What follows belongs to an exercise in optimizing a design on an open flow for small area; a production flow would make more cautious choices. The RTL was checked by simulation tests, not by an equivalence proof against the original design. Power figures rest on the tool's default switching activity, not on a simulated workload.

// des_apb_top
module des_apb_top
#(
    parameter int ADDR_WIDTH = 8
)
(
    input  logic                  clk,
    input  logic                  rst_n,
    input  logic [ADDR_WIDTH-1:0] paddr,
    input  logic                  psel,
    input  logic                  penable,
    input  logic                  pwrite,
    input  logic [31:0]           pwdata,
    output logic [31:0]           prdata,
    output logic                  pready,
    output logic                  pslverr
);
    localparam integer BLOCK_W    = 64;
    localparam integer KEY_W      = 64;
    localparam integer HALF_W     = 32;
    localparam integer SUBKEY_W   = 48;
    localparam integer CD_W       = 28;
    localparam integer NUM_ROUNDS = 16;
    localparam logic [64*8-1:0] IP_TAB = {
        8'd58, 8'd50, 8'd42, 8'd34, 8'd26, 8'd18, 8'd10, 8'd2,
        8'd60, 8'd52, 8'd44, 8'd36, 8'd28, 8'd20, 8'd12, 8'd4,
        8'd62, 8'd54, 8'd46, 8'd38, 8'd30, 8'd22, 8'd14, 8'd6,
        8'd64, 8'd56, 8'd48, 8'd40, 8'd32, 8'd24, 8'd16, 8'd8,
        8'd57, 8'd49, 8'd41, 8'd33, 8'd25, 8'd17, 8'd9, 8'd1,
        8'd59, 8'd51, 8'd43, 8'd35, 8'd27, 8'd19, 8'd11, 8'd3,
        8'd61, 8'd53, 8'd45, 8'd37, 8'd29, 8'd21, 8'd13, 8'd5,
        8'd63, 8'd55, 8'd47, 8'd39, 8'd31, 8'd23, 8'd15, 8'd7
    };
    localparam logic [48*8-1:0] E_TAB = {
        8'd32, 8'd1, 8'd2, 8'd3, 8'd4, 8'd5, 8'd4, 8'd5,
        8'd6, 8'd7, 8'd8, 8'd9, 8'd8, 8'd9, 8'd10, 8'd11,
        8'd12, 8'd13, 8'd12, 8'd13, 8'd14, 8'd15, 8'd16, 8'd17,
        8'd16, 8'd17, 8'd18, 8'd19, 8'd20, 8'd21, 8'd20, 8'd21,
        8'd22, 8'd23, 8'd24, 8'd25, 8'd24, 8'd25, 8'd26, 8'd27,
        8'd28, 8'd29, 8'd28, 8'd29, 8'd30, 8'd31, 8'd32, 8'd1
    };
    localparam logic [32*8-1:0] P_TAB = {
        8'd16, 8'd7, 8'd20, 8'd21, 8'd29, 8'd12, 8'd28, 8'd17,
  ...
Size in the first run: roughly 1600 cells after synthesis, about 260 flip-flops, ~79 I/O pins, roughly 15000 um2 of cells after synthesis.
Settings: LEC_CHECK=0, CAP_MARGIN=20, CORE_MARGIN=2, CORE_UTILIZATION=40, SLEW_MARGIN=20; clock period 6.0 ns.
run.sh (not shown) runs the stock make flow with config.mk's settings and CLKGATE_MAP_FILE= SYNTH_SCRIPT=/design/flow/synth_recipe.tcl, a recipe that flattens the netlist after the stock synthesis.
The baseline passed the timing, design-rule and antenna checks.
Next try:
--- a/flow/design.v
+++ b/flow/design.v
@@ -1608,50 +1608,41 @@
     logic [31:0] din_lo_q;
     logic [31:0] din_hi_q;
     logic        busy_q;
     logic        done_q;
     logic        mapped;
     logic        wr_en;
     logic        start;
     assign mapped = (paddr[1:0] == 2'b00) && (paddr[7:5] == 3'b000);
     assign wr_en  = psel && penable && pwrite;
     assign start  = wr_en && (paddr == 8'h10)
                     && pwdata[0] && !busy_q;
-    logic        clr_q;
     always_ff @(posedge clk or negedge rst_n)
     begin
         if (!rst_n)
-            clr_q <= 1'b0;
-        else
-            clr_q <= 1'b1;
-    end
-    logic [31:0] wdata;
-    logic        we_key_lo;
-    logic        we_key_hi;
-    logic        we_din_lo;
-    logic        we_din_hi;
-    assign wdata     = clr_q ? pwdata : 32'd0;
-    assign we_key_lo = !clr_q || (wr_en && paddr == 8'h00);
-    assign we_key_hi = !clr_q || (wr_en && paddr == 8'h04);
-    assign we_din_lo = !clr_q || (wr_en && paddr == 8'h08);
-    assign we_din_hi = !clr_q || (wr_en && paddr == 8'h0C);
-    always_ff @(posedge clk)
-    begin
-        if (we_key_lo)
-            key_lo_q <= wdata;
-        if (we_key_hi)
-            key_hi_q <= wdata;
-        if (we_din_lo)
-            din_lo_q <= wdata;
-        if (we_din_hi)
-            din_hi_q <= wdata;
+        begin
+            key_lo_q <= '0;
+            key_hi_q <= '0;
+            din_lo_q <= '0;
+            din_hi_q <= '0;
+        end
+        else if (wr_en)
+        begin
+            case (paddr)
+                8'h00: key_lo_q <= pwdata;
+                8'h04: key_hi_q <= pwdata;
+                8'h08: din_lo_q <= pwdata;
+                8'h0C: din_hi_q <= pwdata;
+                default: ;
+            endcase
+        end
     end
     logic [3:0]        cnt_q;
     logic [CD_W-1:0]   c_q;
     logic [CD_W-1:0]   d_q;
     logic [HALF_W-1:0] l_q;
     logic [HALF_W-1:0] r_q;
     logic [2*CD_W-1:0] pc1_key;
     logic [BLOCK_W-1:0] ip_block;
     logic [SUBKEY_W-1:0] subkey;
     logic [HALF_W-1:0] f_out;
     logic              shift1;
After rerunning:
- The new run ran to the end with no violations
- wire length grows by a few percent
- non-clock buffer count is unchanged
- area after synthesis grows by a few percent
- clock skew grows by 0.016 ns
- total power shrinks by a few percent
- design area grows by a few percent
- final cell count grows by a few percent
- global-route usage grows by 0.81 points
- via count grows by a few percent
- clock-buffer cell count does not change

==> afterwards: timing with drivers on the ports <==
In the flow no input, the clock included, has a driving cell. The finished layouts below were timed again as built, in two steps.
Step 1 (the two cells are an assumption about what drives the block):
set clk [get_ports {clk}]
set_driving_cell -lib_cell sky130_fd_sc_hd__clkbuf_16 $clk
set_driving_cell -lib_cell sky130_fd_sc_hd__buf_2 [delete_from_list [all_inputs] $clk]
Step 2 times the ports against the registers' clock, not the clock port: input delays grow and output delays shrink by t, the midpoint of the rising clock arrivals with the driver on.
Slacks: ideal / step 1 / step 2; pairs: ideal / step 1.
run	shift t [ns]	setup WS [ns]	hold slack, ns	worst data-port slew with drivers (ns)
the first run	0.593	0.813 / 0.792 / 0.792	0.469 / 0.469 / 0.469	0.05
the second run	0.621	0.793 / 0.768 / 0.768	0.461 / 0.461 / 0.461	0.04
After both steps every run listed still meets setup and hold. For the second run, which loses most, drivers alone change the setup slack by -0.025 ns; drivers and shift together by -0.025 ns.
